Background: an optimization exercise with open tools, aiming at small area, a short achievable clock period and few clock cycles per item. Do not read the settings as production practice. Only simulation tests tie the RTL to the original design; equivalence was not proved. Power figures rest on the tool's default switching activity, not on a simulated workload.

===== design.v =====
package polymul_pkg;
	localparam int GF_M = 8;                           
	localparam logic [GF_M-1:0] FIELD_POLY = 8'h1B;   
	localparam int COEFS = 5;                          
	localparam int DEPTH = 8;                          
	localparam int ADDR_W = 3;
	localparam int WORD_W = COEFS * GF_M;
	localparam int STEPS = DEPTH * DEPTH;              
	localparam int BUS_ADR_W = 5;                      
	localparam logic [1:0] REGION_A = 2'd0;
	localparam logic [1:0] REGION_B = 2'd1;
	localparam logic [1:0] REGION_C = 2'd2;
	localparam logic [1:0] REGION_CTRL = 2'd3;
	localparam int STAT_BUSY = 0;                      
	localparam int STAT_DONE = 1;
	typedef logic [GF_M-1:0] coef_t;
	typedef union packed {
		logic [WORD_W-1:0] raw;
		coef_t [COEFS-1:0] coef;
	} poly_word_u;
	typedef struct packed {
		logic cyc;
		logic stb;
		logic we;
		logic [BUS_ADR_W-1:0] adr;
		logic [WORD_W-1:0] dat;
	} wb_req_t;
	typedef struct packed {
		logic ack;
		logic [WORD_W-1:0] dat;
	} wb_rsp_t;
	typedef struct packed {
		logic en;
		logic [ADDR_W-1:0] addr;
		poly_word_u data;
	} mem_wr_t;
endpackage
module gf_kpre (
	input logic [7:0] a,
	output logic [26:0] p
);
	function automatic logic [2:0] pre2(input logic [1:0] y);
		pre2 = {y[1] ^ y[0], y[1], y[0]};
	endfunction
	function automatic logic [8:0] pre4(input logic [3:0] x);
		pre4 = {pre2(x[3:2] ^ x[1:0]), pre2(x[3:2]), pre2(x[1:0])};
	endfunction
	assign p = {pre4(a[7:4] ^ a[3:0]), pre4(a[7:4]), pre4(a[3:0])};
endmodule
module gf_kpost (
	input logic [26:0] d,
	output logic [7:0] p
);
	function automatic logic [2:0] post2(input logic [2:0] e);
		post2 = {e[1], e[0] ^ e[1] ^ e[2], e[0]};
	endfunction
	function automatic logic [6:0] post4(input logic [8:0] e);
		logic [2:0] l, h, m;
		l = post2(e[2:0]);
		h = post2(e[5:3]);
		m = post2(e[8:6]);
		post4 = {4'b0, l} ^ {2'b0, m ^ l ^ h, 2'b0} ^ {h, 4'b0};
	endfunction
	logic [6:0] l, h, m;
	logic [14:0] w;
	always_comb begin
		l = post4(d[8:0]);
		h = post4(d[17:9]);
		m = post4(d[26:18]);
		w = {8'b0, l} ^ {4'b0, m ^ l ^ h, 4'b0} ^ {h, 8'b0};
		for (int i = 14; i >= 8; i--)
			if (w[i])
				w = w ^ (15'h11B << (i - 8));
		p = w[7:0];
	end
endmodule
module gf_mac_array (
	input logic clk,
	input logic [319:0] a,
	input logic [319:0] b,
	output logic [15:0] c
);
	localparam int N = 40;
	logic [26:0] ap [N];
	logic [26:0] bp [N];
	logic [26:0] d [2];
	logic [26:0] d_q [2];
	for (genvar i = 0; i < N; i++) begin : g_pre
		gf_kpre u_pa (.a(a[8*i +: 8]), .p(ap[i]));
		gf_kpre u_pb (.a(b[8*i +: 8]), .p(bp[i]));
	end
	always_comb begin
		for (int r = 0; r < 2; r++) begin
			d[r] = '0;
			for (int i = 0; i < N; i++)
				d[r] = d[r] ^ (ap[i] & bp[(r - i + N) % N]);
		end
	end
	always_ff @(posedge clk) begin
		d_q[0] <= d[0];
		d_q[1] <= d[1];
	end
	for (genvar r = 0; r < 2; r++) begin : g_post
		gf_kpost u_post (.d(d_q[r]), .p(c[8*r +: 8]));
	end
endmodule
module polymul_wb (
	input logic clk,
	input logic rst_b,
	input logic wb_cyc_i,
	input logic wb_stb_i,
	input logic wb_we_i,
	input logic [4:0] wb_adr_i,
	input logic [39:0] wb_dat_i,
	output logic wb_ack_o,
	output logic [39:0] wb_dat_o
);
	localparam logic [1:0] R_A = 2'd0, R_B = 2'd1, R_C = 2'd2, R_CTRL = 2'd3;
	localparam int LAST = 20;           
	logic [319:0] a_mem;
	logic [319:0] b_mem;
	logic [319:0] c_mem;
	logic [15:0] c_new;
	logic busy, done;
	logic [4:0] cnt;
	logic busy_n, done_n;
	logic req, start, hit, rot;
	logic [1:0] rg;
	logic [2:0] wd;
	logic [39:0] rdat;
	logic [1:0] t_rg;
	logic [2:0] t_wd;
	logic [1:0] t_rg_n;
	logic [2:0] t_wd_n;
	logic [39:0] rdat_n;
	assign req = wb_cyc_i & wb_stb_i;
	assign rg = wb_adr_i[4:3];
	assign wd = wb_adr_i[2:0];
	assign hit = (rg == t_rg) & ((wd == t_wd) | t_rg[0]);   
	assign start = req & wb_we_i & (rg == R_CTRL) & ~busy;
	assign rot = start | (busy & (cnt != 5'(LAST)));
	assign wb_ack_o = req & (wb_we_i | hit);
	assign wb_dat_o = rdat;
	always_comb begin
		busy_n = busy;
		done_n = done;
		if (!rst_b) begin
			busy_n = 1'b0;
			done_n = 1'b0;
		end else if (start) begin
			busy_n = 1'b1;
			done_n = 1'b0;
		end else if (busy && cnt == 5'(LAST)) begin
			busy_n = 1'b0;
			done_n = 1'b1;
		end
	end
	always_ff @(posedge clk) begin
		busy <= busy_n;
		done <= done_n;
		if (!rst_b || start)
			cnt <= 5'd1;
		else if (busy)
			cnt <= cnt + 1'b1;
	end
	always_ff @(posedge clk) begin
		for (int w = 0; w < 8; w++)
			if (req && wb_we_i && rg == R_A && wd == 3'(w) && !busy)
				a_mem[40*w +: 40] <= wb_dat_i;
	end
	always_ff @(posedge clk) begin
		if (rot)
			b_mem <= {b_mem[15:0], b_mem[319:16]};
		else
			for (int w = 0; w < 8; w++)
				if (req && wb_we_i && rg == R_B && wd == 3'(w))
					b_mem[40*w +: 40] <= wb_dat_i;
	end
	gf_mac_array u_mac (
		.clk(clk),
		.a(a_mem),
		.b(b_mem),
		.c(c_new)
	);
	always_ff @(posedge clk) begin
		if (busy)
			c_mem <= {c_new, c_mem[319:16]};
	end
	always_comb begin
		t_rg_n = t_rg;
		t_wd_n = t_wd;
		if (!rst_b || (req && wb_we_i)) begin
			t_rg_n = R_CTRL;
		end else if (req && !hit) begin
			t_rg_n = rg;
			t_wd_n = wd;
		end else if (req) begin
			case (t_rg)
				R_A, R_C: t_wd_n = t_wd + 1'b1;
				R_CTRL: if (rdat[1]) begin
					t_rg_n = R_C;
					t_wd_n = '0;
				end
				default: ;
			endcase
		end
		case (t_rg_n)
			R_A: rdat_n = a_mem[40*t_wd_n +: 40];
			R_C: rdat_n = c_mem[40*t_wd_n +: 40];
			R_CTRL: rdat_n = {38'b0, done_n, busy_n};
			default: rdat_n = '0;
		endcase
	end
	always_ff @(posedge clk) begin
		t_rg <= t_rg_n;
		t_wd <= t_wd_n;
		rdat <= rdat_n;
	end
endmodule

===== config.mk =====
export PLATFORM = sky130hd
export DESIGN_NAME = polymul_wb
export DESIGN_NICKNAME = polymul_wb
export VERILOG_FILES = /design/flow/design.v
export SDC_FILE = /design/flow/constraint.sdc
export NUM_CORES = 4
export LEC_CHECK = 0
export ABC_CLOCK_PERIOD_IN_PS = 3500
export CAP_MARGIN = 20
export CORE_MARGIN = 2
export CORE_UTILIZATION = 25
export PLACE_DENSITY = 0.4
export SETUP_SLACK_MARGIN = 3.5
export SLEW_MARGIN = 20

===== constraint.sdc =====
create_clock -name core_clock -period 7.0 [get_ports {clk}]
set_input_delay 1.4000 -clock core_clock [delete_from_list [all_inputs] [get_ports {clk}]]
set_output_delay 1.4000 -clock core_clock [all_outputs]
set_load 0.01 [all_outputs]

===== run.sh =====
#!/bin/bash
# synth_recipe.tcl (not shown) runs the flow's synth.tcl, then flattens the netlist and writes it again
# the make line also repeats each setting of config.mk as NAME=value (left out here)
make -C /OpenROAD-flow-scripts/flow DESIGN_CONFIG=/design/flow/config.mk WORK_HOME=/design/flow/orfs CLKGATE_MAP_FILE= SYNTH_SCRIPT=/design/flow/synth_recipe.tcl finish

==> flow_summary_export.csv, run 1 <==
group,metric,value,unit
layout,fin_nets,9431,
setup_path,cp-start-kind,"flip-flop",
status,status,"no timing/DRC/antenna violations",
global_route,antenna_found_initial,88,
global_route,busiest_layer,"met2",
setup_path,worst-path-max-fanout,2,
layout,fillCellCount,34900,
setup_path,crit_type,"flip-flop to flip-flop",
logic_synthesis,synth_cell_types,55,
logic_synthesis,synthFlopType,"edfxtp_1",
logic_synthesis,ys_ff_latch,1066,
routing,wl_per_cell,54.1,um
worst_hold_path,hold_class,"flip-flop to flip-flop",
worst_hold_path,min_to,"c_mem[252]",
timing,rsz0062_at_grt,"yes",
routing,vias,78300,
cts,clock-sinks,1066,
pwr,peakVddDrop,870,uV
global_route,use_met2,59.8,%
cts,clkTransAtPathRegs,0.07,ns
timing,max-slew-margin-rel,16.7,%
cts,htree_levels,4,
setup_path,required,7.50,ns
logic_synthesis,syn_inst,8742,
logic_synthesis,synth.area.top_cells,"edfxtp_1 (34%), xnor2_1 (33%), nor2_1 (5.9%)",
die,die_x,586,um
layout,final_util,32.2,%
job,maxCapViolCount,0,
routing,drt-initial-drc-count,13700,
cts,cts.path.max_buffers,4,
logic_synthesis,syn_area,0.0847,sq mm
place,dpl.hpwl,599000,um
pwr,finalPower,31300,uW
die,core_area,0.337,sq mm
timing,finClkSkew,0.0669,ns
die,start_util,25.1,%
die,fp.dieH,586,um
worst_hold_path,whs_path_depth,0,
global_route,grt_pass1_vias,71800,
timing,max_clock_freq,259,MHz
logic_synthesis,ys_seq_area_share,36.5,%
layout,synthToLayoutAreaGrowth,28.1,%
global_route,grt_max_degree,145,
timing,period_minus_slack,3.86,ns
global_route,grt_pass1_wl,919000,um
routing,drt_wl_total,760000,um
setup_path,timing.rr.end,"c_mem[316]",
logic_synthesis,async_flop_share,0,%
cts,ctsRootBufferMaster,"clkbuf_16",
setup_path,reg2reg_depth,6,
routing,firstDrtPassIters,6,
place,port_buffers,90,
logic_synthesis,synth_warnings,10,
cts,hold_buffers,0,
pwr,leakage,0.0398,uW
die,pin_count,91,
cts,clock_latency,0.90,ns
global_route,grt_use_total,43.2,%
global_route,use_met3,14.3,%
timing,setup_viol,0,
logic_synthesis,synth_edf_count,960,
timing,tns,0,ns
global_route,overflow,0,
routing,ant_nets,0,
setup_path,worstPathArrival,4.36,ns
layout,drive_above_1_share,20.8,%
cts,cts_buffers,143,
worst_hold_path,min-delay-start,"c_mem[268]",
logic_synthesis,syn-num-nets,8795,
setup_path,timing.rr.start,"u_mac.d_q[1][3]",
cts,cts_tree,"done",
global_route,grt_use_met1,52.4,%
die,die-area,0.344,sq mm
setup_path,cp-end-kind,"flip-flop",
setup_path,reg2reg_setup_slack,3.14,ns
timing,finalHoldViolations,0,
logic_synthesis,yosysTopAreaCell,"edfxtp_1",
die,num_rows,213,
place,gp_congestion,1.15,
logic_synthesis,yosysTopAreaCellShare,34.0,%
timing,slew_viol_final,0,
routing,drc,0,
routing,viasPerCell,5.57,
timing,finalCritPeriodShare,55.2,%
pwr,powerDensity,288,mW/mm^2
logic_synthesis,syn_area_per_cell,9.69,sq um
timing,worst_pin_slew,1.25,ns
worst max-delay path by stage:
stage	startpoint	to	slack (ns)	cells past startpoint
6_report	u_mac.d_q[1][3]	c_mem[316]	3.14	6
5_1_grt	wb_adr_i[2]	wb_ack_o	3.10	7
4_1_cts	wb_adr_i[1]	wb_ack_o	3.14	7
3_5_place_dp	wb_adr_i[1]	rdat[31]	1.47	13
3_3_place_gp	wb_adr_i[1]	rdat[5]	1.41	12
2_1_floorplan	busy	b_mem[0]	3.00	5
cells in the final DEF (no fill, tap or decap), types with 7 or more instances in the layout:
cell,instances
inv_6,8
a21o_1,321
clkbuf_1,35
xnor2_1,2810
nand3_1,15
buf_4,1044
nor2_1,1312
clkinv_1,17
mux4_2,74
xnor2_2,280
nand4_1,7
o21ai_4,7
clkdlybuf4s50_1,82
edfxtp_1,960
buf_6,11
xnor3_1,23
mux2i_1,303
and2_1,45
xor2_2,22
clkbuf_16,147
dfxtp_2,11
clkbuf_8,7
diode_2,58
nand2b_1,94
nand2_1,763
inv_1,16
o21ai_0,8
clkinv_2,13
nor2_4,9
nor2b_1,43
xor2_1,477
bufinv_16,10
o22ai_1,38
xnor2_4,140
dfxtp_1,94
buf_12,118
stage by stage:
step           area (sq um)  setup WS (ns)  hold slack, ns  instances
2_1_floorplan         85200           3.00           0.420       8742
3_3_place_gp          95900           1.41           0.427      13400
3_5_place_dp          96400           1.47           0.431      13400
4_1_cts              107000           3.14           0.444      13900
5_1_grt              108000           3.10           0.455      14000
6_report             109000           3.14           0.430      14100
synth_stat cells, types with 4 or more instances:
library cell / number
a21o_1: 321
a21oi_1: 7
a31oi_1: 5
a32oi_1: 4
and2_1: 45
and3_1: 4
buf_1: 16
buf_2: 229
clkbuf_1: 544
dfxtp_1: 106
edfxtp_1: 960
inv_1: 16
mux2i_1: 304
mux4_2: 74
nand2_1: 764
nand2b_1: 95
nand3_1: 16
nand4_1: 7
nor2_1: 1322
nor2b_1: 43
o21ai_0: 15
o22ai_1: 38
o31ai_1: 4
xnor2_1: 3218
xnor2_2: 12
xnor3_1: 24
xor2_1: 503
cell type report:
cell class	count	area (sq um)	share of cell area (%)
Multi-Input combinational cell	6871	55600	51.2
Tap cell	4515	5650	5.21
Clock buffer	185	3830	3.53
Sequential cell	1066	31000	28.5
Timing Repair Buffer	1276	11500	10.6
Timing Repair inverter	2	20.0	0.0184
Inverter	18	91.3	0.0842
Clock inverter	64	702	0.647
Antenna cell	58	145	0.134
power breakdown:
group          switching, uW  internal, uW
registers                591          7650
logic                  10400          5010
clock network           3330          4260
worst max-delay path: stages, from the launching register on:
cell	delay, ns
dfxtp_1	0.86
xnor2_1	0.18
xnor2_1	0.17
xnor2_1	0.22
xnor2_2	0.72
xnor2_1	0.36
xor2_1	0.93
repair_timing:
item	in CTS	in global routing
setup buffers	244	76
endpoints found under the setup margin	619	546
gates resized for setup	365	133
cloned	4	4
pin swaps	33	23
cell families after synthesis:
family                   synth area share [%]
adder cells (fa/ha/maj)                0.0443
flip-flops                               36.5
multiplexers                             5.59
buffers and inverters                    3.92
AO/OA/AOI/OAI                            3.60
XOR/XNOR                                 39.4
AND/OR/NAND/NOR                          10.9
state kept, by name, summed over array words and instances (netlist names):
signal / flops
c_mem: 320
done: 1
cnt: 5
busy: 1
t_rg: 2
t_wd: 3
b_mem: 320
rdat: 40
u_mac.d_q: 54
a_mem: 320
layer usage:
metal | vias up | wire length (um)
met5 | - | 260
met4 | 16 | 86000
met3 | 2187 | 83500
met2 | 6826 | 300000
met1 | 40100 | 290000
li1 | 29200 | -
Testbench counts, summed over its fixed seeds: cycles 2,208, runs 48.
==> run 2, diff against run 1 <==
--- a/design.v
+++ b/design.v
@@ -89,11 +89,15 @@
 		gf_kpre u_pa (.a(a[8*i +: 8]), .p(ap[i]));
 		gf_kpre u_pb (.a(b[8*i +: 8]), .p(bp[i]));
 	end
+	logic [26:0] t [2][64];
 	always_comb begin
 		for (int r = 0; r < 2; r++) begin
-			d[r] = '0;
-			for (int i = 0; i < N; i++)
-				d[r] = d[r] ^ (ap[i] & bp[(r - i + N) % N]);
+			for (int i = 0; i < 64; i++)
+				t[r][i] = (i < N) ? (ap[i] & bp[(r - i + N) % N]) : '0;
+			for (int w = 32; w >= 1; w = w / 2)
+				for (int k = 0; k < w; k++)
+					t[r][k] = t[r][2*k] ^ t[r][2*k+1];
+			d[r] = t[r][0];
 		end
 	end
 	always_ff @(posedge clk) begin
@@ -130,13 +134,15 @@
 	logic [39:0] rdat;
 	logic [1:0] t_rg;
 	logic [2:0] t_wd;
+	logic [4:0] m1, m0;                 
+	logic [4:0] m1_n, m0_n;
 	logic [1:0] t_rg_n;
 	logic [2:0] t_wd_n;
 	logic [39:0] rdat_n;
 	assign req = wb_cyc_i & wb_stb_i;
 	assign rg = wb_adr_i[4:3];
 	assign wd = wb_adr_i[2:0];
-	assign hit = (rg == t_rg) & ((wd == t_wd) | t_rg[0]);   
+	assign hit = &((wb_adr_i & m1) | (~wb_adr_i & m0));
 	assign start = req & wb_we_i & (rg == R_CTRL) & ~busy;
 	assign rot = start | (busy & (cnt != 5'(LAST)));
 	assign wb_ack_o = req & (wb_we_i | hit);
@@ -211,9 +217,13 @@
 			default: rdat_n = '0;
 		endcase
 	end
+	assign m1_n = {t_rg_n, t_rg_n[0] ? 3'b111 : t_wd_n};
+	assign m0_n = {~t_rg_n, t_rg_n[0] ? 3'b111 : ~t_wd_n};
 	always_ff @(posedge clk) begin
 		t_rg <= t_rg_n;
 		t_wd <= t_wd_n;
+		m1 <= m1_n;
+		m0 <= m0_n;
 		rdat <= rdat_n;
 	end
 endmodule
==> flow/run.sh (new file) <==
#!/bin/bash
# The standard layout, except that the port buffers are buf_4 cells
# rather than the delay-buffer cells buffer_ports picks by default.
set -euo pipefail
export BUFFER_PORTS_ARGS="-buffer_cell sky130_fd_sc_hd__buf_4"
bash standard.sh > layout.log 2>&1
==> standard.sh (new file) <==
#!/bin/bash
# synth_recipe.tcl (not shown) runs the flow's synth.tcl, then flattens the netlist and writes it again
# the make line also repeats each setting of config.mk as NAME=value (left out here)
make -C /OpenROAD-flow-scripts/flow DESIGN_CONFIG=/design/flow/config.mk WORK_HOME=/design/flow/orfs CLKGATE_MAP_FILE= SYNTH_SCRIPT=/design/flow/synth_recipe.tcl "${@:-finish}"
--- a/config.mk
+++ b/config.mk
@@ -10,5 +10,5 @@
 export CORE_MARGIN = 2
 export CORE_UTILIZATION = 25
 export PLACE_DENSITY = 0.4
-export SETUP_SLACK_MARGIN = 3.5
+export SETUP_SLACK_MARGIN = 3.4
 export SLEW_MARGIN = 20
removed: run.sh
==> flow_summary_export.csv, run 2 <==
group,metric,value,unit
logic_synthesis,syn_area,0.0845,sq mm
cts,htree_levels,4,
global_route,use_met2,65.7,%
layout,final_cell_mix,"xnor2_1 (2793), nand2_1 (1736), nor2_1 (1307)",
setup_path,cp-end-kind,"flip-flop",
timing,period_minus_slack,3.96,ns
routing,viasPerCell,5.69,
layout,final_common_cell,"xnor2_1",
global_route,grt_pass1_vias,76900,
setup_path,critical_path.top_delay_family,"XOR/XNOR gates",
routing,firstDrtPassIters,9,
global_route,grt_use_total,49.1,%
cts,hold_buffers,0,
routing,wl_per_cell,57.5,um
cts,clock_latency,0.94,ns
place,port_buffers,90,
setup_path,worstPathCellList,"xnor2_2 -> xnor2_2 -> nor2_1 -> xnor2_2 -> xnor2_2 -> xnor2_1 -> xnor2_1 -> xnor2_1 -> xnor2_2",
routing,vias,85400,
layout,fin_nets,10400,
timing,finalCritPeriodShare,56.6,%
logic_synthesis,syn-num-nets,9574,
setup_path,crit_top_cell,"xnor2_2",
timing,worst_pin_slew,1.28,ns
place,placed_area,0.0975,sq mm
job,maxCapViolCount,0,
pwr,leakage,0.0403,uW
worst_hold_path,hold_class,"flip-flop to flip-flop",
logic_synthesis,syn_area_per_cell,8.88,sq um
logic_synthesis,syn_inst,9521,
logic_synthesis,synth.area.top_cells,"edfxtp_1 (34%), xnor2_1 (34%), nand2_1 (7.7%)",
timing,finClkSkew,0.0665,ns
pwr,powerDensity,272,mW/mm^2
setup_path,critPathBufInv,0,
timing,setup_viol,0,
global_route,antenna_found_initial,116,
setup_path,crit_type,"flip-flop to flip-flop",
logic_synthesis,synth_warnings,12,
layout,drive_above_1_share,21.4,%
cts,cts_buffers,148,
layout,final_util,33.2,%
logic_synthesis,yosysTopAreaCell,"edfxtp_1",
timing,tns,0,ns
logic_synthesis,yosysMostFrequentCell,"xnor2_1",
die,die-area,0.343,sq mm
pwr,peakVddDrop,1070,uV
timing,rsz0062_at_grt,"yes",
cts,clock-sinks,1074,
setup_path,slowest_delay,0.73,ns
logic_synthesis,async_flop_share,0,%
cts,clkTransAtPathRegs,0.06,ns
global_route,grt_use_met1,63.0,%
timing,slew_viol_final,0,
setup_path,cp-start-kind,"flip-flop",
die,die_x,585,um
layout,synthToLayoutAreaGrowth,32.1,%
layout,design_area,0.112,sq mm
logic_synthesis,synthFlopType,"edfxtp_1",
routing,drc,0,
logic_synthesis,ys_ff_latch,1074,
timing,max_clock_freq,252,MHz
place,dpl.hpwl,705000,um
timing,holdWs,0.432,ns
logic_synthesis,synth_cell_types,49,
setup_path,worstPathArrival,4.69,ns
logic_synthesis,ys_seq_area_share,36.8,%
global_route,grt_max_degree,184,
routing,drt_wl_total,863000,um
global_route,busiest_layer,"met2",
die,fp.dieH,585,um
logic_synthesis,synthTopCellsByCount,"xnor2_1 (3250), nand2_1 (1736), nor2_1 (1326)",
cts,ctsRootBufferMaster,"clkbuf_16",
cts,cts.path.max_buffers,4,
global_route,use_met3,16.7,%
status,status,"no timing/DRC/antenna violations",
setup_path,slowest_stage,"xnor2_2",
layout,fillCellCount,35000,
routing,drt-initial-drc-count,15800,
die,core_area,0.337,sq mm
die,start_util,25.1,%
global_route,overflow,0,
logic_synthesis,synth_edf_count,960,
setup_path,required,7.73,ns
timing,max-slew-margin-rel,14.3,%
setup_path,worst-path-max-fanout,3,
cts,cts_tree,"done",
global_route,grt_pass1_wl,1030000,um
die,num_rows,213,
layout,reg_top3,"a_mem (320), b_mem (320), c_mem (320)",
routing,ant_nets,0,
logic_synthesis,yosysTopAreaCellShare,34.1,%
die,pin_count,91,
place,gp_congestion,1.15,
timing,finalHoldViolations,0,
## run 2: changes by cell type in the layout (fill, tap and decap cells not counted), moves of 43 or more
cell             before   now
mux2i_1             303    10
a22oi_1               3    76
a31oi_1               5   152
a21o_1              321     0
clkdlybuf4s50_1      82     0
a211oi_1              0   152
nand2_1             763  1736
a21oi_1               6    50
buf_4              1044  1261
and3_1                4   153
xnor2_4             140   213
and2_1               45     2
mux4_2               74     0
## run 2: timing repair
action                     4_1_cts  5_1_grt
pin swaps                       39       53
resized for setup              344      162
cloned                           6        7
setup buffers                  190      168
setup endpoints to repair      172      148
## run 2: power breakdown
group,switching (uW),internal (uW)
Combinational,9280,4520
Sequential,699,7640
Clock,3630,4650
Total,13600,16800
## run 2: final timing paths
kind	startpoint	to	slack, ns	cells past startpoint
min reg2reg	c_mem[38]	c_mem[22]	0.43	0
max reg2reg	a_mem[262]	u_mac.d_q[1][24]	3.04	9
max	a_mem[262]	u_mac.d_q[1][24]	3.04	9
min	c_mem[38]	c_mem[22]	0.43	0
## run 2: final cells by class
type / instances / area, sq um / area share, %
diodes: 63 / 158 / 0.141
clock buffers: 188 / 4030 / 3.60
clock inverters: 81 / 965 / 0.864
inverters: 11 / 71.3 / 0.0638
multi-input cells: 7617 / 56600 / 50.7
flip-flops and latches: 1074 / 31100 / 27.9
well taps: 4515 / 5650 / 5.06
repair buffers: 1450 / 13100 / 11.7
repair inverters: 2 / 31.3 / 0.0280
## run 2: per-layer routing
layer | vias up | routed length [um]
met1 | 43700 | 344000
met5 | - | 172
met4 | 24 | 87200
met2 | 7606 | 330000
li1 | 31800 | -
met3 | 2265 | 102000
## run 2: cell families after synthesis
group	count (synthesis)	share of synthesized area, %
buf+inv	836	3.97
xor+xnor	3753	39.3
flops	1074	36.8
simple gates	3378	15.9
compound gates	463	3.75
mux	14	0.167
fa+ha+maj	3	0.0444
## run 2: stage by stage
stage          cells  power, uW  setup slack [ns]
2_1_floorplan   9521      14800              3.00
3_3_place_gp   14300      21300              1.47
3_5_place_dp   14300      21200              1.60
4_1_cts        14800      29700              3.10
5_1_grt        14900      30500              3.23
6_report       15000      30400              3.04
Testbench counts of run 2, summed over its fixed seeds: cycles 2,208, runs 48.
==> run 3, diff against run 2 <==
--- a/design.v
+++ b/design.v
@@ -83,8 +83,9 @@
 	localparam int N = 40;
 	logic [26:0] ap [N];
 	logic [26:0] bp [N];
+	logic [26:0] h [2][2];
+	logic [26:0] h_q [2][2];
 	logic [26:0] d [2];
-	logic [26:0] d_q [2];
 	for (genvar i = 0; i < N; i++) begin : g_pre
 		gf_kpre u_pa (.a(a[8*i +: 8]), .p(ap[i]));
 		gf_kpre u_pb (.a(b[8*i +: 8]), .p(bp[i]));
@@ -94,18 +95,25 @@
 		for (int r = 0; r < 2; r++) begin
 			for (int i = 0; i < 64; i++)
 				t[r][i] = (i < N) ? (ap[i] & bp[(r - i + N) % N]) : '0;
-			for (int w = 32; w >= 1; w = w / 2)
+			for (int w = 32; w >= 2; w = w / 2)
 				for (int k = 0; k < w; k++)
 					t[r][k] = t[r][2*k] ^ t[r][2*k+1];
-			d[r] = t[r][0];
+			h[r][0] = t[r][0];
+			h[r][1] = t[r][1];
 		end
 	end
 	always_ff @(posedge clk) begin
-		d_q[0] <= d[0];
-		d_q[1] <= d[1];
+		h_q[0][0] <= h[0][0];
+		h_q[0][1] <= h[0][1];
+		h_q[1][0] <= h[1][0];
+		h_q[1][1] <= h[1][1];
+	end
+	always_comb begin
+		d[0] = h_q[0][0] ^ h_q[0][1];
+		d[1] = h_q[1][0] ^ h_q[1][1];
 	end
 	for (genvar r = 0; r < 2; r++) begin : g_post
-		gf_kpost u_post (.d(d_q[r]), .p(c[8*r +: 8]));
+		gf_kpost u_post (.d(d[r]), .p(c[8*r +: 8]));
 	end
 endmodule
 module polymul_wb (
==> flow_summary_export.csv, run 3 <==
group,metric,value,unit
logic_synthesis,synthFlopType,"edfxtp_1",
die,start_util,25.1,%
logic_synthesis,yosysMostFrequentCell,"xnor2_1",
logic_synthesis,yosysTopAreaCell,"edfxtp_1",
global_route,grt_pass1_vias,73700,
logic_synthesis,syn-num-nets,9397,
global_route,antenna_found_initial,148,
logic_synthesis,synth_edf_count,960,
routing,wl_per_cell,55.6,um
setup_path,reg2reg_depth,7,
place,dpl.hpwl,662000,um
timing,setup_viol,0,
setup_path,critical_path.top_delay_family,"XOR/XNOR gates",
pwr,leakage,0.0389,uW
cts,htree_levels,4,
logic_synthesis,ys_ff_latch,1128,
global_route,grt_max_degree,102,
setup_path,cp-start-kind,"flip-flop",
routing,ant_nets,0,
logic_synthesis,synth.area.top_cells,"edfxtp_1 (34%), xnor2_1 (33%), nand2_1 (7.0%)",
global_route,grt_pass1_wl,984000,um
cts,cts.path.max_buffers,4,
setup_path,worstPathCellList,"xnor2_1 -> xnor2_1 -> xnor2_1 -> xnor2_1 -> xnor2_1 -> xnor2_1 -> xnor2_2",
setup_path,slowest_delay,1.07,ns
logic_synthesis,syn_inst,9344,
routing,drt-initial-drc-count,14900,
place,port_buffers,90,
cts,hold_buffers,0,
die,pin_count,91,
worst_hold_path,hold_class,"flip-flop to flip-flop",
timing,max_clock_freq,256,MHz
pwr,finalPower,31800,uW
place,gp_congestion,1.10,
setup_path,worstPathArrival,4.52,ns
routing,vias,82300,
setup_path,worstSetupPathDepth,7,
logic_synthesis,synthTopCellsByCount,"xnor2_1 (3234), nand2_1 (1601), nor2_1 (1353)",
setup_path,crit_type,"flip-flop to flip-flop",
setup_path,critPathBufInv,0,
logic_synthesis,ys_seq_area_share,37.6,%
die,die_x,589,um
layout,final_util,32.1,%
setup_path,worst-path-max-fanout,2,
timing,worst_pin_slew,1.38,ns
setup_path,crit_top_cell,"xnor2_1",
logic_synthesis,async_flop_share,0,%
global_route,overflow,0,
pwr,peakVddDrop,946,uV
cts,clkTransAtPathRegs,0.07,ns
pwr,powerDensity,290,mW/mm^2
die,num_rows,214,
timing,finalCritPeriodShare,55.8,%
layout,synthToLayoutAreaGrowth,27.9,%
layout,fin_nets,9927,
logic_synthesis,syn_area_per_cell,9.16,sq um
cts,cts_tree,"done",
logic_synthesis,yosysTopAreaCellShare,33.7,%
routing,drc,0,
die,fp.dieH,589,um
layout,final_common_cell,"xnor2_1",
routing,viasPerCell,5.58,
timing,finalHoldViolations,0,
job,maxCapViolCount,0,
routing,firstDrtPassIters,8,
layout,drive_above_1_share,18.8,%
setup_path,required,7.61,ns
die,die-area,0.347,sq mm
die,core_area,0.340,sq mm
cts,clock-sinks,1128,
logic_synthesis,synth_warnings,14,
global_route,grt_use_total,45.9,%
layout,reg_top3,"a_mem (320), b_mem (320), c_mem (320)",
timing,slew_viol_final,0,
timing,max-slew-margin-rel,7.21,%
timing,finClkSkew,0.0538,ns
setup_path,slowest_stage,"xnor2_1",
status,status,"no timing/DRC/antenna violations",
layout,fillCellCount,35400,
worst_hold_path,whs_path_depth,0,
setup_path,cp-end-kind,"flip-flop",
routing,drt_wl_total,821000,um
logic_synthesis,syn_area,0.0856,sq mm
logic_synthesis,synth_cell_types,56,
cts,ctsRootBufferMaster,"clkbuf_16",
layout,multi_input_area,0.0554,sq mm
layout,regArea,0.0322,sq mm
cts,clock_latency,0.95,ns
timing,rsz0062_at_grt,"yes",
timing,period_minus_slack,3.91,ns
layout,final_cell_mix,"xnor2_1 (2845), nand2_1 (1592), nor2_1 (1342)",
cts,cts_buffers,159,
timing,tns,0,ns
-- run 3: cell count changes in the layout (fill, tap and decap cells not counted), moves of 63 or more --
cell      delta
a211oi_1    -81
a221o_1     +75
a22oi_1     -75
a31oi_1    -150
and3_1      -78
buf_12      -63
buf_4      -267
diode_2    +151
mux2i_1    +207
nand2_1    -144
xnor2_4     -91
-- run 3: power breakdown --
group	internal [uW]	switching, uW
clock network	5140	3860
registers	8170	652
logic	4850	9100
total	18200	13600
-- run 3: cells by family (layout without fill, tap and decap cells) --
| kind of cell | after synthesis | after routing | synth area share, % |
|---|---|---|---|
| xor gates and xnor gates | 3738 | 3738 | 38.8 |
| and+or+nand+nor | 3217 | 3219 | 14.9 |
| DFF | 1128 | 1128 | 37.6 |
| buffers and inverters | 792 | 1444 | 3.72 |
| muxes | 241 | 241 | 2.82 |
| AOI/OAI and AO/OA | 225 | 230 | 2.06 |
| adders and majority gates | 3 | 3 | 0.0439 |
| other | 0 | 214 | 0 |
-- run 3: per-stage QoR --
stage                     hold slack, ns  area (sq um)  worst slack, ns  instances
final                              0.430        109000             3.09      14800
after global routing               0.427        109000             3.24      14700
after CTS                          0.408        107000             3.25      14500
after detailed placement           0.434         97500             1.53      14000
after global placement             0.437         96700             1.53      14000
after floorplan                    0.426         85800             3.00       9344
-- run 3: layer usage --
metal / routed length [um] / part of all wire, % / GRT usage (%) / vias up
met5: 425 / 0.052 / 0.369 / -
met3: 103000 / 13 / 18.0 / 1780
li1: - / - / - / 30800
met4: 71200 / 8.7 / 33.4 / 38
met2: 325000 / 40 / 63.1 / 7167
met1: 322000 / 39 / 57.6 / 42500
-- run 3: path summary, 6_finish.rpt --
check / slack [ns] / endpoint / start
setup / recovery: 3.09 / c_mem[316] / u_mac.h_q[2][25]
hold / removal: 0.43 / c_mem[94] / c_mem[110]
setup reg to reg: 3.09 / c_mem[316] / u_mac.h_q[2][25]
hold reg to reg: 0.43 / c_mem[94] / c_mem[110]
-- run 3: repair_timing --
item                       4_1_cts  5_1_grt
cloned                           5       13
setup buffers                  152       60
pin swaps                       23       24
setup endpoints to repair      176      174
gates resized for setup        313       88
-- run 3: final cells by class --
cell class / count / share of cell area [%]
multi-input cells: 7431 / 50.6
flip-flops and latches: 1128 / 29.4
repair buffers: 1136 / 9.22
well taps: 4536 / 5.19
clock buffers: 211 / 3.96
clock inverters: 79 / 0.993
diodes: 214 / 0.489
inverters: 16 / 0.0789
repair inverters: 2 / 0.0263
Testbench counts of run 3, summed over its fixed seeds: cycles 2,208, runs 48.
==> run 4, diff against run 3 <==
--- a/design.v
+++ b/design.v
@@ -83,8 +83,8 @@
 	localparam int N = 40;
 	logic [26:0] ap [N];
 	logic [26:0] bp [N];
-	logic [26:0] h [2][2];
-	logic [26:0] h_q [2][2];
+	logic [26:0] h [2][3];
+	logic [26:0] h_q [2][3];
 	logic [26:0] d [2];
 	for (genvar i = 0; i < N; i++) begin : g_pre
 		gf_kpre u_pa (.a(a[8*i +: 8]), .p(ap[i]));
@@ -95,22 +95,22 @@
 		for (int r = 0; r < 2; r++) begin
 			for (int i = 0; i < 64; i++)
 				t[r][i] = (i < N) ? (ap[i] & bp[(r - i + N) % N]) : '0;
-			for (int w = 32; w >= 2; w = w / 2)
+			for (int w = 32; w >= 4; w = w / 2)
 				for (int k = 0; k < w; k++)
 					t[r][k] = t[r][2*k] ^ t[r][2*k+1];
 			h[r][0] = t[r][0];
 			h[r][1] = t[r][1];
+			h[r][2] = t[r][2];
 		end
 	end
 	always_ff @(posedge clk) begin
-		h_q[0][0] <= h[0][0];
-		h_q[0][1] <= h[0][1];
-		h_q[1][0] <= h[1][0];
-		h_q[1][1] <= h[1][1];
-	end
-	always_comb begin
-		d[0] = h_q[0][0] ^ h_q[0][1];
-		d[1] = h_q[1][0] ^ h_q[1][1];
+		for (int r = 0; r < 2; r++)
+			for (int k = 0; k < 3; k++)
+				h_q[r][k] <= h[r][k];
+	end
+	always_comb begin
+		d[0] = h_q[0][0] ^ h_q[0][1] ^ h_q[0][2];
+		d[1] = h_q[1][0] ^ h_q[1][1] ^ h_q[1][2];
 	end
 	for (genvar r = 0; r < 2; r++) begin : g_post
 		gf_kpost u_post (.d(d[r]), .p(c[8*r +: 8]));
==> flow_summary_export.csv, run 4 <==
group,metric,value,unit
layout,fillCellCount,36500,
routing,drt-initial-drc-count,10200,
logic_synthesis,synth_cell_types,63,
layout,multi_input_area,0.0519,sq mm
timing,max-slew-margin-rel,7.92,%
logic_synthesis,ys_seq_area_share,38.3,%
logic_synthesis,synth_compound_area_share,2.99,%
routing,viasPerCell,5.09,
logic_synthesis,syn_area_per_cell,9.07,sq um
layout,fin_nets,9650,
pwr,leakage,0.0345,uW
layout,synthToLayoutAreaGrowth,16.9,%
die,core_area,0.346,sq mm
logic_synthesis,syn-num-nets,9622,
setup_path,crit_top_cell,"xnor2_1",
cts,cts.path.max_buffers,4,
logic_synthesis,yosysMostFrequentCell,"xnor2_1",
timing,setup_viol,0,
logic_synthesis,synth_top_family_by_area,"XOR/XNOR gates",
logic_synthesis,ys_ff_latch,1182,
routing,ant_nets,0,
timing,tns,0,ns
die,fp.dieH,593,um
timing,finClkSkew,0.0412,ns
global_route,overflow,0,
die,num_rows,216,
logic_synthesis,syn_area,0.0868,sq mm
logic_synthesis,syn_inst,9569,
layout,drive_above_1_share,11.6,%
die,die-area,0.352,sq mm
logic_synthesis,yosysTopAreaCellShare,33.2,%
global_route,antenna_found_initial,74,
cts,cts_buffers,152,
logic_synthesis,synth-simple-area-share,14.6,%
layout,final_cell_mix,"xnor2_1 (3179), nand2_1 (1682), nor2_1 (1370)",
cts,clock-sinks,1182,
global_route,grt_max_degree,135,
global_route,grt_use_total,33.7,%
logic_synthesis,synth_fa_ha_area_share,0.0432,%
place,placed_area,0.0947,sq mm
place,port_buffers,90,
pwr,peakVddDrop,1310,uV
logic_synthesis,synthTopCellsByCount,"xnor2_1 (3285), nand2_1 (1705), nor2_1 (1378)",
layout,reg_top3,"a_mem (320), b_mem (320), c_mem (320)",
timing,rsz0062_at_grt,"yes",
worst_hold_path,hold_class,"flip-flop to flip-flop",
layout,final_common_cell,"xnor2_1",
layout,regArea,0.0333,sq mm
setup_path,worstPathArrival,4.56,ns
logic_synthesis,synth_xor_xnor_area_share,38.3,%
die,pin_count,91,
routing,wl_per_cell,42.5,um
timing,finalHoldViolations,0,
logic_synthesis,synth_warnings,14,
cts,hold_buffers,0,
layout,design_area,0.101,sq mm
cts,htree_levels,4,
logic_synthesis,synth_edf_count,960,
setup_path,worst-path-max-fanout,6,
place,gp_congestion,1.02,
cts,cts_tree,"done",
cts,ctsRootBufferMaster,"clkbuf_16",
setup_path,slowest_stage,"xnor2_1",
die,start_util,25.1,%
timing,slew_viol_final,0,
timing,finalCritPeriodShare,56.2,%
logic_synthesis,yosysTopAreaCell,"edfxtp_1",
pwr,finalPower,32000,uW
global_route,grt_pass1_vias,69000,
timing,worst_pin_slew,1.37,ns
timing,fin_ws,3.07,ns
logic_synthesis,muxShareOfSynthArea,1.97,%
routing,vias,73000,
job,maxCapViolCount,0,
logic_synthesis,synth.area.top_cells,"edfxtp_1 (33%), xnor2_1 (33%), nand2_1 (7.4%)",
logic_synthesis,async_flop_share,0,%
place,pre_cts_slack,1.96,ns
place,dpl.hpwl,486000,um
routing,drc,0,
timing,period_minus_slack,3.93,ns
cts,clkTransAtPathRegs,0.06,ns
routing,firstDrtPassIters,6,
layout,final_util,29.3,%
pwr,powerDensity,315,mW/mm^2
setup_path,worstPathCellList,"xnor2_1 -> xnor2_1 -> xnor2_1 -> nor2_1 -> xnor2_1 -> xnor2_1 -> xnor2_1 -> xnor3_1",
cts,clock_latency,0.87,ns
routing,drt_wl_total,610000,um
global_route,grt_pass1_wl,763000,um
logic_synthesis,synthFlopType,"edfxtp_1",
setup_path,slowest_delay,1.02,ns
status,status,"no timing/DRC/antenna violations",
timing,max_clock_freq,254,MHz
setup_path,cp-end-kind,"flip-flop",
setup_path,required,7.63,ns
setup_path,crit_type,"flip-flop to flip-flop",
die,die_x,593,um
setup_path,cp-start-kind,"flip-flop",
run 4: routing by layer:
| layer | track usage [%] | routed length [um] | share of wire (%) | vias up |
|---|---|---|---|---|
| met5 | 0 | 138 | 0.023 | - |
| met4 | 20.4 | 43800 | 7.2 | 22 |
| met3 | 7.55 | 52300 | 8.6 | 1166 |
| met2 | 52.2 | 267000 | 44 | 4519 |
| met1 | 42.7 | 246000 | 40 | 37100 |
| li1 | - | - | - | 30200 |
run 4: final timing paths:
path | slack [ns] | start | depth (start not counted) | to
hold reg to reg | 0.44 | c_mem[225] | 0 | c_mem[209]
setup reg to reg | 3.07 | b_mem[91] | 8 | u_mac.h_q[1][26]
setup / recovery | 3.07 | b_mem[91] | 8 | u_mac.h_q[1][26]
hold / removal | 0.44 | c_mem[225] | 0 | c_mem[209]
run 4: kinds of logic after synthesis:
family,after synthesis
AOI/OAI and AO/OA,393
xor gates and xnor gates,3757
adders and majority gates,3
buffers and inverters,799
DFF,1182
muxes,170
and+or+nand+nor,3265
run 4: worst max-delay path: cells and delay by family, from the launching register on:
| family | cells | cell delay, ns |
|---|---|---|
| xor gates and xnor gates | 7 | 2.71 |
| DFF | 1 | 0.62 |
| and+or+nand+nor | 1 | 0.35 |
run 4: layout make-up:
type	count	share of cell area (%)
multi-input cells	7590	51.1
inverters	13	0.0555
clock buffers	207	4.22
diodes	46	0.113
repair buffers	658	5.40
clock inverters	70	0.636
well taps	4578	5.65
flip-flops and latches	1182	32.8
run 4: power breakdown:
group / switching [uW] / internal, uW / leakage [uW]
combinational: 9160 / 5140 / 0.0216
sequential: 891 / 8650 / 0.0105
clock: 3570 / 4580 / 0.00241
run 4: timing repair:
| item | 4_1_cts | 5_1_grt |
|---|---|---|
| resized for setup | 87 | 69 |
| hold endpoints to repair | 0 | 0 |
| endpoints found under the setup margin | 290 | 63 |
| pin swaps | 13 | 9 |
| cloned | 4 | 4 |
| buffers inserted | 25 | 44 |
run 4: through the flow:
step                hold slack (ns)  cells
floorplan                     0.417   9569
global placement              0.431  13900
detailed placement            0.432  13900
CTS                           0.431  14300
global route                  0.423  14300
finish                        0.438  14300
Testbench counts of run 4, summed over its fixed seeds: cycles 2,208, runs 48.
==> run 5, diff against run 4 <==
--- a/design.v
+++ b/design.v
@@ -83,8 +83,8 @@
 	localparam int N = 40;
 	logic [26:0] ap [N];
 	logic [26:0] bp [N];
-	logic [26:0] h [2][3];
-	logic [26:0] h_q [2][3];
+	logic [26:0] h [2][2];
+	logic [26:0] h_q [2][2];
 	logic [26:0] d [2];
 	for (genvar i = 0; i < N; i++) begin : g_pre
 		gf_kpre u_pa (.a(a[8*i +: 8]), .p(ap[i]));
@@ -95,22 +95,22 @@
 		for (int r = 0; r < 2; r++) begin
 			for (int i = 0; i < 64; i++)
 				t[r][i] = (i < N) ? (ap[i] & bp[(r - i + N) % N]) : '0;
-			for (int w = 32; w >= 4; w = w / 2)
+			for (int w = 32; w >= 2; w = w / 2)
 				for (int k = 0; k < w; k++)
 					t[r][k] = t[r][2*k] ^ t[r][2*k+1];
 			h[r][0] = t[r][0];
 			h[r][1] = t[r][1];
-			h[r][2] = t[r][2];
 		end
 	end
 	always_ff @(posedge clk) begin
-		for (int r = 0; r < 2; r++)
-			for (int k = 0; k < 3; k++)
-				h_q[r][k] <= h[r][k];
-	end
-	always_comb begin
-		d[0] = h_q[0][0] ^ h_q[0][1] ^ h_q[0][2];
-		d[1] = h_q[1][0] ^ h_q[1][1] ^ h_q[1][2];
+		h_q[0][0] <= h[0][0];
+		h_q[0][1] <= h[0][1];
+		h_q[1][0] <= h[1][0];
+		h_q[1][1] <= h[1][1];
+	end
+	always_comb begin
+		d[0] = h_q[0][0] ^ h_q[0][1];
+		d[1] = h_q[1][0] ^ h_q[1][1];
 	end
 	for (genvar r = 0; r < 2; r++) begin : g_post
 		gf_kpost u_post (.d(d[r]), .p(c[8*r +: 8]));
@@ -142,10 +142,15 @@
 	logic [39:0] rdat;
 	logic [1:0] t_rg;
 	logic [2:0] t_wd;
+	logic v;                            
+	logic [1:0] p_rg;
+	logic [2:0] p_wd;
 	logic [4:0] m1, m0;                 
+	logic [1:0] t_rg_n, p_rg_n;
+	logic [2:0] t_wd_n, p_wd_n;
+	logic v_n, load;
 	logic [4:0] m1_n, m0_n;
-	logic [1:0] t_rg_n;
-	logic [2:0] t_wd_n;
+	logic [39:0] p_data;
 	logic [39:0] rdat_n;
 	assign req = wb_cyc_i & wb_stb_i;
 	assign rg = wb_adr_i[4:3];
@@ -182,13 +187,14 @@
 			if (req && wb_we_i && rg == R_A && wd == 3'(w) && !busy)
 				a_mem[40*w +: 40] <= wb_dat_i;
 	end
-	always_ff @(posedge clk) begin
-		if (rot)
-			b_mem <= {b_mem[15:0], b_mem[319:16]};
-		else
-			for (int w = 0; w < 8; w++)
-				if (req && wb_we_i && rg == R_B && wd == 3'(w))
-					b_mem[40*w +: 40] <= wb_dat_i;
+	logic b_shift;
+	logic [319:0] b_rot;
+	assign b_shift = busy | wb_adr_i[4];
+	assign b_rot = {b_mem[15:0], b_mem[319:16]};
+	always_ff @(posedge clk) begin
+		for (int w = 0; w < 8; w++)
+			if (rot || (req && wb_we_i && rg == R_B && wd == 3'(w) && !busy))
+				b_mem[40*w +: 40] <= b_shift ? b_rot[40*w +: 40] : wb_dat_i;
 	end
 	gf_mac_array u_mac (
 		.clk(clk),
@@ -203,33 +209,51 @@
 	always_comb begin
 		t_rg_n = t_rg;
 		t_wd_n = t_wd;
+		v_n = v;
+		p_rg_n = p_rg;
+		p_wd_n = p_wd;
+		load = 1'b0;
 		if (!rst_b || (req && wb_we_i)) begin
 			t_rg_n = R_CTRL;
-		end else if (req && !hit) begin
-			t_rg_n = rg;
-			t_wd_n = wd;
-		end else if (req) begin
-			case (t_rg)
-				R_A, R_C: t_wd_n = t_wd + 1'b1;
-				R_CTRL: if (rdat[1]) begin
-					t_rg_n = R_C;
-					t_wd_n = '0;
-				end
-				default: ;
-			endcase
+			v_n = 1'b1;
+			p_rg_n = R_C;
+			p_wd_n = '0;
+		end else if (req && !hit && v) begin
+			v_n = 1'b0;
+			p_rg_n = rg;
+			p_wd_n = wd;
+		end else if (!v || (req && hit && (t_rg != R_CTRL || rdat[1]))) begin
+			load = 1'b1;
+			t_rg_n = p_rg;
+			t_wd_n = p_wd;
+			v_n = 1'b1;
+			if (p_rg == R_CTRL) begin
+				p_rg_n = R_C;
+				p_wd_n = '0;
+			end else
+				p_wd_n = p_wd + 1'b1;
 		end
-		case (t_rg_n)
-			R_A: rdat_n = a_mem[40*t_wd_n +: 40];
-			R_C: rdat_n = c_mem[40*t_wd_n +: 40];
-			R_CTRL: rdat_n = {38'b0, done_n, busy_n};
-			default: rdat_n = '0;
+		case (p_rg)
+			R_A: p_data = a_mem[40*p_wd +: 40];
+			R_C: p_data = c_mem[40*p_wd +: 40];
+			R_CTRL: p_data = {38'b0, done_n, busy_n};
+			default: p_data = '0;
 		endcase
-	end
-	assign m1_n = {t_rg_n, t_rg_n[0] ? 3'b111 : t_wd_n};
-	assign m0_n = {~t_rg_n, t_rg_n[0] ? 3'b111 : ~t_wd_n};
+		if (load)
+			rdat_n = p_data;
+		else if (t_rg_n == R_CTRL)
+			rdat_n = {38'b0, done_n, busy_n};
+		else
+			rdat_n = rdat;
+	end
+	assign m1_n = v_n ? {t_rg_n, t_rg_n[0] ? 3'b111 : t_wd_n} : 5'b0;
+	assign m0_n = v_n ? {~t_rg_n, t_rg_n[0] ? 3'b111 : ~t_wd_n} : 5'b0;
 	always_ff @(posedge clk) begin
 		t_rg <= t_rg_n;
 		t_wd <= t_wd_n;
+		v <= v_n;
+		p_rg <= p_rg_n;
+		p_wd <= p_wd_n;
 		m1 <= m1_n;
 		m0 <= m0_n;
 		rdat <= rdat_n;
--- a/config.mk
+++ b/config.mk
@@ -9,6 +9,6 @@
 export CAP_MARGIN = 20
 export CORE_MARGIN = 2
 export CORE_UTILIZATION = 25
-export PLACE_DENSITY = 0.4
+export PLACE_DENSITY = 0.7
 export SETUP_SLACK_MARGIN = 3.4
 export SLEW_MARGIN = 20
==> flow_summary_export.csv, run 5 <==
group,metric,value,unit
status,status,"failed layout checks",
status,so_faults,"capacitance limit, slew limit",
routing,wl_per_cell,55.0,um
die,die_x,596,um
global_route,grt_use_total,41.6,%
timing,slew_viol_final,12,
logic_synthesis,syn_inst,8556,
logic_synthesis,synth.area.top_cells,"edfxtp_1 (34%), xnor2_1 (32%), nor2_1 (5.9%)",
timing,worst_pin_slew,1.57,ns
job,maxCapViolCount,1,
cts,hold_buffers,0,
timing,max_clock_freq,260,MHz
cts,clock_latency,0.91,ns
setup_path,crit_type,"flip-flop to flip-flop",
cts,clkTransAtPathRegs,0.07,ns
logic_synthesis,yosysTopAreaCellShare,34.3,%
layout,final_cell_mix,"xnor2_1 (2911), nor2_1 (1365), edfxtp_1 (1000)",
logic_synthesis,synthTopCellsByCount,"xnor2_1 (3163), nor2_1 (1375), edfxtp_1 (1000)",
global_route,antenna_found_initial,106,
logic_synthesis,syn-num-nets,8609,
layout,synthToLayoutAreaGrowth,20.7,%
logic_synthesis,synthFlopType,"edfxtp_1",
logic_synthesis,synth_edf_count,1000,
global_route,grt_max_degree,135,
worst_hold_path,hold_class,"flip-flop to flip-flop",
layout,drive_above_1_share,20.2,%
place,gp_congestion,1.04,
routing,viasPerCell,5.28,
place,dpl.hpwl,626000,um
logic_synthesis,synth_top_family_by_area,"XOR/XNOR gates",
global_route,grt_pass1_vias,68300,
timing,setup_viol,0,
timing,fin_ws,3.16,ns
pwr,peakVddDrop,2060,uV
timing,finalHoldViolations,0,
cts,cts_tree,"done",
setup_path,critical_path.top_delay_family,"XOR/XNOR gates",
place,placed_area,0.0975,sq mm
setup_path,worstPathCellList,"buf_4 -> xnor2_1 -> nor2_1 -> xnor2_1 -> xnor2_1 -> xnor2_1 -> xnor2_1 -> xnor2_2",
pwr,powerDensity,329,mW/mm^2
logic_synthesis,syn_area,0.0875,sq mm
setup_path,critPathBufInv,1,
logic_synthesis,synth_xor_xnor_area_share,39.5,%
cts,cts_buffers,150,
layout,reg_top3,"a_mem (320), b_mem (320), c_mem (320)",
pwr,internal-power,18800,uW
cts,cts.path.max_buffers,4,
logic_synthesis,yosysMostFrequentCell,"xnor2_1",
global_route,overflow,0,
timing,rsz0062_at_grt,"yes",
logic_synthesis,muxShareOfSynthArea,5.27,%
timing,finClkSkew,0.0888,ns
logic_synthesis,ys_ff_latch,1136,
layout,final_common_cell,"xnor2_1",
pwr,swShare,46.0,%
pwr,p_switching,16000,uW
layout,design_area,0.106,sq mm
cts,htree_levels,4,
logic_synthesis,synth_warnings,14,
setup_path,slowest_delay,0.97,ns
routing,drt-initial-drc-count,12100,
die,die-area,0.355,sq mm
logic_synthesis,synth_compound_area_share,2.93,%
timing,finalCritPeriodShare,54.9,%
setup_path,cp-end-kind,"flip-flop",
logic_synthesis,synth-simple-area-share,10.5,%
setup_path,worst-path-max-fanout,14,
timing,tns,0,ns
die,start_util,25.1,%
routing,ant_nets,0,
die,num_rows,217,
layout,fillCellCount,36400,
die,core_area,0.349,sq mm
place,dp_cells,13200,
setup_path,cp-start-kind,"flip-flop",
pwr,p_clk_share,24.6,%
timing,max-slew-margin-rel,-4.85,%
setup_path,required,7.66,ns
routing,drt_wl_total,757000,um
die,fp.dieH,596,um
setup_path,slowest_stage,"edfxtp_1",
logic_synthesis,async_flop_share,0,%
global_route,grt_pass1_wl,911000,um
pwr,seq_power_share,25.6,%
cts,ctsRootBufferMaster,"clkbuf_16",
setup_path,crit_top_cell,"xnor2_1",
setup_path,worstPathArrival,4.50,ns
logic_synthesis,yosysTopAreaCell,"edfxtp_1",
pwr,finalPower,34800,uW
logic_synthesis,synth_fa_ha_area_share,0.0429,%
cts,clock-sinks,1136,
pwr,power_frac_comb,49.7,%
layout,final_cells,13800,
routing,drc,0,
layout,fin_nets,8927,
pwr,leakage,0.0374,uW
timing,period_minus_slack,3.84,ns
routing,firstDrtPassIters,6,
routing,vias,72700,
logic_synthesis,synth_cell_types,51,
place,pre_cts_slack,2.47,ns
logic_synthesis,syn_area_per_cell,10.2,sq um
place,port_buffers,90,
die,pin_count,91,
logic_synthesis,ys_seq_area_share,37.4,%
==> run 5: metal layers <==
layer | GRT usage [%] | vias up | wire, um
li1 | - | 28100 | -
met1 | 55.8 | 38100 | 320000
met2 | 59.9 | 5216 | 310000
met3 | 9.91 | 1215 | 68200
met4 | 25.8 | 12 | 58500
met5 | 0 | - | 79
==> run 5: worst register-to-register path: stages (launching register included) <==
cell and delay (ns):
edfxtp_1 0.97, buf_4 0.41, xnor2_1 0.32, nor2_1 0.18, xnor2_1 0.30, xnor2_1 0.17
xnor2_1 0.18, xnor2_1 0.16, xnor2_2 0.94
==> run 5: worst paths after layout <==
| kind | from | end | slack [ns] | cells after the start |
|---|---|---|---|---|
| worst max-delay path | b_mem[245] | u_mac.h_q[0][16] | 3.16 | 8 |
| worst min-delay path | c_mem[19] | c_mem[3] | 0.42 | 0 |
| worst max register to register | b_mem[245] | u_mac.h_q[0][16] | 3.16 | 8 |
| worst min register to register | c_mem[19] | c_mem[3] | 0.42 | 0 |
==> run 5: through the flow <==
stage	hold slack [ns]	utilization, %
4_1_cts	0.401	30.0
3_3_place_gp	0.424	27.8
5_1_grt	0.424	30.2
2_1_floorplan	0.421	-
6_report	0.416	30.3
3_5_place_dp	0.430	27.9
==> run 5: area by class of cell <==
cell class / count / area (sq um) / area share [%]
antenna: 170 / 425 / 0.403
clock buffer: 186 / 4100 / 3.88
clock inverter: 88 / 1070 / 1.02
inverter: 17 / 67.6 / 0.0639
multi-input combinational: 6632 / 53900 / 51.0
sequential: 1136 / 32800 / 31.0
tap: 4599 / 5750 / 5.45
timing repair buffer: 937 / 7550 / 7.15
==> run 5: kinds of logic after synthesis <==
logic type                 after synthesis
AOI/OAI and AO/OA                      349
xor gates and xnor gates              3756
adders and majority gates                3
buffers and inverters                  792
DFF                                   1136
muxes                                  210
and+or+nand+nor                       2310
==> run 5: repair_timing <==
action	in CTS	in global routing
cloned	3	1
setup buffers	92	35
pin swaps	18	4
endpoints found under the setup margin	108	111
gates resized for setup	97	33
==> run 5: power groups by stage <==
stage	sequential, uW	clock, uW	combinational [uW]
6_report	8920	8570	17300
4_1_cts	8900	8550	15800
3_5_place_dp	9020	0	14700
2_1_floorplan	8560	0	7300
3_3_place_gp	9020	0	14800
5_1_grt	8890	8780	17600
Testbench counts of run 5, summed over its fixed seeds: cycles 2,208, runs 48.
==> run 6, diff against run 5 <==
--- a/design.v
+++ b/design.v
@@ -83,8 +83,8 @@
 	localparam int N = 40;
 	logic [26:0] ap [N];
 	logic [26:0] bp [N];
-	logic [26:0] h [2][2];
-	logic [26:0] h_q [2][2];
+	logic [26:0] h [2][5];
+	logic [26:0] h_q [2][5];
 	logic [26:0] d [2];
 	for (genvar i = 0; i < N; i++) begin : g_pre
 		gf_kpre u_pa (.a(a[8*i +: 8]), .p(ap[i]));
@@ -95,22 +95,21 @@
 		for (int r = 0; r < 2; r++) begin
 			for (int i = 0; i < 64; i++)
 				t[r][i] = (i < N) ? (ap[i] & bp[(r - i + N) % N]) : '0;
-			for (int w = 32; w >= 2; w = w / 2)
+			for (int w = 32; w >= 8; w = w / 2)
 				for (int k = 0; k < w; k++)
 					t[r][k] = t[r][2*k] ^ t[r][2*k+1];
-			h[r][0] = t[r][0];
-			h[r][1] = t[r][1];
+			for (int k = 0; k < 5; k++)
+				h[r][k] = t[r][k];
 		end
 	end
 	always_ff @(posedge clk) begin
-		h_q[0][0] <= h[0][0];
-		h_q[0][1] <= h[0][1];
-		h_q[1][0] <= h[1][0];
-		h_q[1][1] <= h[1][1];
-	end
-	always_comb begin
-		d[0] = h_q[0][0] ^ h_q[0][1];
-		d[1] = h_q[1][0] ^ h_q[1][1];
+		for (int r = 0; r < 2; r++)
+			for (int k = 0; k < 5; k++)
+				h_q[r][k] <= h[r][k];
+	end
+	always_comb begin
+		d[0] = h_q[0][0] ^ h_q[0][1] ^ h_q[0][2] ^ h_q[0][3] ^ h_q[0][4];
+		d[1] = h_q[1][0] ^ h_q[1][1] ^ h_q[1][2] ^ h_q[1][3] ^ h_q[1][4];
 	end
 	for (genvar r = 0; r < 2; r++) begin : g_post
 		gf_kpost u_post (.d(d[r]), .p(c[8*r +: 8]));
--- a/config.mk
+++ b/config.mk
@@ -6,9 +6,9 @@
 export NUM_CORES = 4
 export LEC_CHECK = 0
 export ABC_CLOCK_PERIOD_IN_PS = 3500
-export CAP_MARGIN = 20
+export CAP_MARGIN = 30
 export CORE_MARGIN = 2
 export CORE_UTILIZATION = 25
-export PLACE_DENSITY = 0.7
+export PLACE_DENSITY = 0.55
 export SETUP_SLACK_MARGIN = 3.4
-export SLEW_MARGIN = 20
+export SLEW_MARGIN = 30
==> flow_summary_export.csv, run 6 <==
group,metric,value,unit
setup_path,cp-end-kind,"output port",
global_route,grt_pass1_wl,614000,um
die,die-area,0.360,sq mm
global_route,grt_pass1_vias,61300,
logic_synthesis,synthFlopType,"edfxtp_1",
global_route,use_met3,8.81,%
timing,setup_viol,0,
timing,finClkSkew,0.0489,ns
cts,clock-sinks,1298,
pwr,peakVddDrop,1780,uV
layout,synthToLayoutAreaGrowth,12.8,%
logic_synthesis,syn_area,0.0888,sq mm
logic_synthesis,yosysMostFrequentCell,"xnor2_1",
logic_synthesis,yosysTopAreaCell,"edfxtp_1",
status,status,"no timing/DRC/antenna violations",
die,die_x,600,um
logic_synthesis,synth_edf_count,1000,
timing,holdWs,0.433,ns
timing,max_clock_freq,261,MHz
global_route,grt_use_met1,32.5,%
global_route,use_met2,36.2,%
job,maxCapViolCount,0,
global_route,antenna_found_initial,81,
logic_synthesis,synth_cell_types,45,
timing,finalHoldViolations,0,
pwr,leakage,0.0338,uW
layout,reg_top3,"a_mem (320), b_mem (320), c_mem (320)",
routing,wl_per_cell,36.2,um
place,gp_congestion,1.09,
layout,fin_nets,8384,
setup_path,required,5.60,ns
die,pin_count,91,
pwr,powerDensity,341,mW/mm^2
die,num_rows,218,
timing,worst_pin_slew,1.29,ns
global_route,busiest_layer,"met2",
routing,vias,67400,
die,fp.dieH,600,um
logic_synthesis,ys_seq_area_share,40.5,%
logic_synthesis,synthTopCellsByCount,"xnor2_1 (3315), nor2_1 (1457), edfxtp_1 (1000)",
worst_hold_path,hold_class,"flip-flop to flip-flop",
timing,period_minus_slack,3.84,ns
routing,drc,0,
logic_synthesis,synth.area.top_cells,"edfxtp_1 (34%), xnor2_1 (33%), dfxtp_1 (6.7%)",
place,port_buffers,90,
cts,clock_latency,0.87,ns
routing,firstDrtPassIters,6,
setup_path,cp-start-kind,"primary input",
setup_path,crit_type,"primary input to output port",
setup_path,worstPathCellList,"buf_12 -> mux2_2 -> o211ai_1 -> nor2_4 -> o211a_1 -> buf_4",
die,core_area,0.353,sq mm
logic_synthesis,syn_inst,8671,
logic_synthesis,syn_area_per_cell,10.2,sq um
setup_path,worst-path-max-fanout,6,
routing,drt_wl_total,479000,um
global_route,overflow,0,
layout,final_common_cell,"xnor2_1",
global_route,grt_max_degree,179,
logic_synthesis,yosysTopAreaCellShare,33.8,%
setup_path,worstPathArrival,2.44,ns
setup_path,slowest_stage,"mux2_2",
timing,max-slew-margin-rel,13.5,%
cts,htree_levels,4,
cts,cts.path.max_buffers,3,
place,placed_area,0.0946,sq mm
logic_synthesis,synth_warnings,14,
global_route,grt_use_total,25.9,%
routing,drt-initial-drc-count,12300,
layout,drive_above_1_share,9.79,%
layout,final_cell_mix,"xnor2_1 (3268), nor2_1 (1448), edfxtp_1 (1000)",
timing,rsz0062_at_grt,"yes",
cts,cts_buffers,152,
routing,viasPerCell,5.09,
timing,slew_viol_final,0,
logic_synthesis,syn-num-nets,8724,
routing,ant_nets,0,
place,dpl.hpwl,375000,um
timing,tns,0,ns
timing,finalCritPeriodShare,54.8,%
die,start_util,25.1,%
layout,fillCellCount,36900,
cts,clkTransAtPathRegs,0.07,ns
layout,design_area,0.100,sq mm
cts,ctsRootBufferMaster,"clkbuf_16",
cts,cts_tree,"done",
logic_synthesis,ys_ff_latch,1298,
logic_synthesis,async_flop_share,0,%
setup_path,slowest_delay,0.32,ns
-- run 6: area by class of cell --
type | instances | area [sq um] | area share [%]
diodes | 48 | 120 | 0.120
clock inverters | 97 | 1310 | 1.31
inverters | 14 | 52.6 | 0.0524
well taps | 4730 | 5920 | 5.91
multi-input cells | 6584 | 50500 | 50.4
repair buffers | 281 | 2310 | 2.31
clock buffers | 180 | 3990 | 3.98
flip-flops and latches | 1298 | 36000 | 35.9
-- run 6: repair_timing --
action                     CTS  global route
pin swaps                    3             1
resized for setup           11             2
hold buffers                 0             0
setup endpoints to repair    1            18
buffers inserted             2             2
-- run 6: final timing paths --
kind	end	cells after the start	slack (ns)	startpoint
worst max-delay path	wb_ack_o	6	3.16	wb_adr_i[2]
worst min-delay path	c_mem[217]	0	0.43	c_mem[233]
worst max register to register	u_mac.h_q[7][19]	5	3.26	a_mem[133]
worst min register to register	c_mem[217]	0	0.43	c_mem[233]
-- run 6: routing by layer --
metal / wire (um) / part of all wire (%) / vias up
met2: 193000 / 40 / 5594
met3: 66600 / 14 / 1201
met4: 44700 / 9.3 / 28
met5: 333 / 0.070 / -
met1: 175000 / 36 / 33500
li1: - / - / 27000
-- run 6: cell families (layout without fill, tap and decap cells) --
logic type / after synthesis / count (layout) / synth area share, %
simple gates: 2310 / 2310 / 10.2
compound gates: 352 / 352 / 2.92
xor+xnor: 3710 / 3710 / 37.8
fa+ha+maj: 3 / 3 / 0.0423
other cells: 0 / 48 / 0
flops: 1298 / 1298 / 40.5
mux: 209 / 209 / 5.18
buf+inv: 789 / 572 / 3.34
-- run 6: critical path, delay by kind of cell --
family | cells | cell delay, ns
buffers and inverters | 2 | 0.24
and+or+nand+nor | 1 | 0.08
AOI/OAI and AO/OA | 2 | 0.40
muxes | 1 | 0.32
-- run 6: power breakdown --
part           switching, uW  internal (uW)  total [uW]
registers               1090           9500       10600
logic                   8660           6260       14900
clock network           3820           4830        8650
total                  13600          20600       34200
-- run 6: through the flow --
step / utilization (%) / cells / setup slack [ns] / total power [uW]
after floorplan: - / 8671 / 2.75 / 19100
after detailed placement: 26.8 / 12900 / 2.65 / 25100
after global placement: 26.7 / 12900 / 1.44 / 25200
final: 28.4 / 13200 / 3.16 / 34200
after global routing: 28.3 / 13200 / 3.14 / 34600
after CTS: 28.3 / 13200 / 3.19 / 33700
Testbench counts of run 6, summed over its fixed seeds: cycles 2,208, runs 48.

## static timing again, ports no longer ideal
The results above use ideal ports. As a check the final layouts listed here were re-extracted and re-timed, cells and wires unchanged.
Step 1: set_driving_cell puts a clkbuf_16 on clk and a buf_2 on each other input, an assumption about the parent block.
Step 2 times the ports against the registers' clock, not the clock port: input delays grow and output delays shrink by t, the midpoint of the rising clock arrivals with the driver on.
Three values: no drivers, after step 1, after step 2; two values: the first two.
| run | t, ns | setup slack, ns | hold slack, ns | clock arrival spread, ns | cell pins on the clock port's net |
|---|---|---|---|---|---|
| run 1 | 0.985 | 3.139 / 3.137 / 2.446 | 0.430 / 0.430 / 0.430 | 0.075 / 0.075 | 1 |
| run 2 | 1.007 | 3.037 / 3.037 / 2.418 | 0.432 / 0.432 / 0.432 | 0.067 / 0.068 | 1 |
| run 3 | 1.035 | 3.093 / 3.093 / 2.179 | 0.430 / 0.430 / 0.430 | 0.060 / 0.060 | 1 |
| run 4 | 0.961 | 3.067 / 3.067 / 2.388 | 0.438 / 0.438 / 0.438 | 0.042 / 0.042 | 1 |
| run 5 | 0.977 | 3.160 / 3.160 / 2.404 | 0.416 / 0.416 / 0.416 | 0.091 / 0.092 | 1 |
| run 6 | 0.940 | 3.165 / 3.090 / 2.628 | 0.433 / 0.433 / 0.433 | 0.052 / 0.052 | 1 |
For run 3, which loses most, drivers alone change the setup slack by 0.000 ns; drivers and shift together by -0.914 ns.
